Context: an optimization exercise on an open-source flow, tuned for small area and a short achievable clock period. The choices shown serve that exercise and are no tape-out recipe.
Function was checked by simulation only, so behaviour that the tests miss may differ from the original.

==> inputs of v29 <==
Design dct_1d, start of the top module:
module dct_1d (
  input  logic                  aclk,
  input  logic                  rst_n,
  input  logic                  in_valid,
  input  dct_pkg::sample_vec_t  in_block,
  output logic                  out_valid,
  output dct_pkg::lane_vec_t    out_block
);
clock: 9.0 ns
lec_check: 0
cap_margin: 20
core_margin: 2
core_utilization: 40
setup_slack_margin: 5
slew_margin: 20
synth_hierarchical: 1
synth_minimum_keep_size: 0
run.sh (not shown) runs the stock make flow with config.mk's settings and CLKGATE_MAP_FILE= SYNTH_SCRIPT=/design/flow/synth_recipe.tcl, a recipe that flattens the netlist after the stock synthesis.
==> v25 (differences from v29) <==
Settings changed: CORE_UTILIZATION 40 to 60, PLACE_DENSITY from default to 0.75.
==> results.ini <==
[outcome]
outcome=timing/DRC/antenna clean

[placed_design]
gp_congestion=0.878
detailedPlacementHpwl_um=124000

[setup_path]
reg2regPathDepth=7
crit_cells=8
slowest_delay_ns=0.69

[finish]
antennaDiodeCount=2

[sta]
worstMarginPinSlew_ns=1.02

That was v29.
==> results.ini <==
[outcome]
outcome=timing/DRC/antenna clean

[finish]
antennaDiodeCount=6

[synth]
synth_top_family_by_area=adder cells

[setup_path]
reg2regPathDepth=9
crit_cells=9

[placed_design]
gp_congestion=0.933
detailedPlacementHpwl_um=116000

[sta]
worstMarginPinSlew_ns=1.06

That was v25.

---

==> branch sierra <==
Another version of the RTL of dct_1d (not shown whole).
==> flow/config.mk <==
export PLATFORM = sky130hd
export DESIGN_NAME = dct_1d
export DESIGN_NICKNAME = dct_1d
export VERILOG_FILES = /design/flow/design.v
export SDC_FILE = /design/flow/constraint.sdc
export NUM_CORES = 4
export LEC_CHECK = 0
export CAP_MARGIN = 20
export CORE_MARGIN = 2
export CORE_UTILIZATION = 40
export SETUP_SLACK_MARGIN = 5
export SLEW_MARGIN = 20
export SYNTH_HIERARCHICAL = 1
export SYNTH_MINIMUM_KEEP_SIZE = 0
==> flow/constraint.sdc <==
create_clock -name core_clock -period 9.0 [get_ports {aclk}]
set_input_delay 1.8000 -clock core_clock [delete_from_list [all_inputs] [get_ports {aclk}]]
set_output_delay 1.8000 -clock core_clock [all_outputs]
set_load 0.01 [all_outputs]
standard.sh (not shown) runs the stock make flow with config.mk's settings and CLKGATE_MAP_FILE= SYNTH_SCRIPT=/design/flow/synth_recipe.tcl, a recipe that flattens the netlist after the stock synthesis.
==> flow/flow/run.sh <==
#!/bin/bash
set -euo pipefail
export BUFFER_PORTS_ARGS="-buffer_cell sky130_fd_sc_hd__buf_1"
bash standard.sh > standard.log 2>&1
==> branch ember (differences from branch sierra) <==
==> flow/flow/run.sh (replaced) <==
#!/bin/bash
set -euo pipefail
export BUFFER_PORTS_ARGS="-buffer_cell sky130_fd_sc_hd__buf_2"
bash standard.sh > standard.log 2>&1
==> results.txt <==
- Non-clock buffer count: branch sierra is lower than branch ember (1).
- In synthesized area, branch sierra and branch ember do not differ.
- Against branch ember, the core utilization of branch sierra is lower by 0.071 points.
- Die area is the same in branch sierra and branch ember.
- In sequential share of layout area, branch ember and branch sierra hardly differ.
- Of branch sierra and branch ember, branch sierra has the higher worst setup slack (gap 0.034 ns).
==> figures <==
Met1 Track Usage GR: branch ember 0.218; branch sierra 0.215
Final worst-path cycle share: branch ember 0.390; branch sierra 0.386
Critical path data arrival time: branch ember 4.20 ns; branch sierra 4.18 ns
Starting DRT DRC Count: branch ember 1812; branch sierra 1695
Utilization after layout: branch ember 0.453; branch sierra 0.452
Required time at the endpoint of the critical path: branch ember 9.69 ns; branch sierra 9.71 ns
Number of buffers inserted during clock tree synthesis: branch ember 135; branch sierra 137
Insertion delay of the later-clocked pin in the worst-skew pair: branch ember 0.79 ns; branch sierra 0.80 ns
Slack of the worst reg-to-reg path: branch ember 5.49 ns; branch sierra 5.53 ns
Met2 track demand over resource: branch ember 0.347; branch sierra 0.344
DR WL met3: branch ember 5.22 mm; branch sierra 5.31 mm
Run status: branch ember timing/DRC/antenna clean; branch sierra timing/DRC/antenna clean
Detail-routed net length per standard cell: branch ember 19.0 um; branch sierra 18.9 um
Final worst hold slack: branch ember 0.306 ns; branch sierra 0.303 ns

---

==> run K: inputs <==
Another version of the RTL of dct_1d (not shown whole).
==> flow/design.v (excerpt) <==
module dct_1d (
  input  logic                  aclk,
  input  logic                  rst_n,
  input  logic                  in_valid,
  input  dct_pkg::sample_vec_t  in_block,
  output logic                  out_valid,
  output dct_pkg::lane_vec_t    out_block
);
  wire signed [15:0] x0 = in_block[127:112];
  wire signed [15:0] x1 = in_block[111:96];
  wire signed [15:0] x2 = in_block[95:80];
  wire signed [15:0] x3 = in_block[79:64];
  wire signed [15:0] x4 = in_block[63:48];
  wire signed [15:0] x5 = in_block[47:32];
  wire signed [15:0] x6 = in_block[31:16];
  wire signed [15:0] x7 = in_block[15:0];
  logic signed [16:0] b0_r1;
  logic signed [16:0] b1_r1;
  logic signed [16:0] b2_r1;
  logic signed [16:0] b3_r1;
  logic signed [16:0] b4_r1;
  logic signed [16:0] b4_r2;
  logic signed [16:0] b4_r3;
  logic signed [16:0] b5_r1;
  logic signed [16:0] b6_r1;
  logic signed [16:0] b7_r1;
  logic signed [16:0] b7_r2;
  logic signed [16:0] b7_r3;
  logic signed [17:0] c2_r1;
  ...
Settings: LEC_CHECK=0, CAP_MARGIN=20, CORE_MARGIN=2, CORE_UTILIZATION=40, CTS_CLUSTER_DIAMETER=60, CTS_CLUSTER_SIZE=25, SLEW_MARGIN=20, SYNTH_HIERARCHICAL=1, SYNTH_MINIMUM_KEEP_SIZE=0; clock period 9.0 ns.
==> flow/flow/run.sh <==
#!/bin/bash
set -euo pipefail
export BUFFER_PORTS_ARGS="-buffer_cell sky130_fd_sc_hd__buf_2"
export SETUP_SLACK_MARGIN=6
bash standard.sh > standard.log 2>&1
==> run Y (differences from run K) <==
- CORE_UTILIZATION: 40 -> 55
- CTS_CLUSTER_DIAMETER: 60 -> default
- CTS_CLUSTER_SIZE: 25 -> default
==> run E (differences from run K) <==
- CTS_CLUSTER_DIAMETER: 60 -> default
- CTS_CLUSTER_SIZE: 25 -> default
==> results.txt <==
- Run K completed without violations. Run E completed without violations. Run Y finished with timing, DRC and antenna clean.
- Hold slack, lowest first: run Y, run E, run K.
- Between run E and run K, the lower critical path depth is in run E (gap 5).
- First-iteration DRC count: run Y < run E < run K.

==> port drivers added, routing unchanged <==
Ports are ideal in the flow. The routed layouts listed here were re-timed in OpenROAD.
Step 1: set_driving_cell puts a clkbuf_16 on aclk and a buf_2 on each other input, an assumption about the parent block.
Step 2 also shifts input and output timing later by t, the mid clock arrival at the registers, as if the neighbouring blocks saw the same clock.
Slacks: no drivers / after step 1 / after step 2; pairs: no drivers / after step 1.
run | t (ns) | setup WS [ns] | worst setup path after step 2
v29 | 0.792 | 5.274 / 5.282 / 4.490 | input to register
v25 | 0.776 | 5.309 / 5.309 / 4.590 | input to register
branch sierra | 0.863 | 5.525 / 5.525 / 4.996 | input to register
branch ember | 0.852 | 5.491 / 5.491 / 4.986 | input to register
run K | 0.796 | 5.947 / 5.874 / 5.303 | input to register
run Y | 0.790 | 5.884 / 5.852 / 5.384 | input to register
run E | 0.796 | 5.955 / 5.880 / 5.310 | input to register
After both steps every run listed still meets setup and hold. For v29, which loses most, drivers alone change the setup slack by +0.008 ns; drivers and shift together by -0.784 ns.
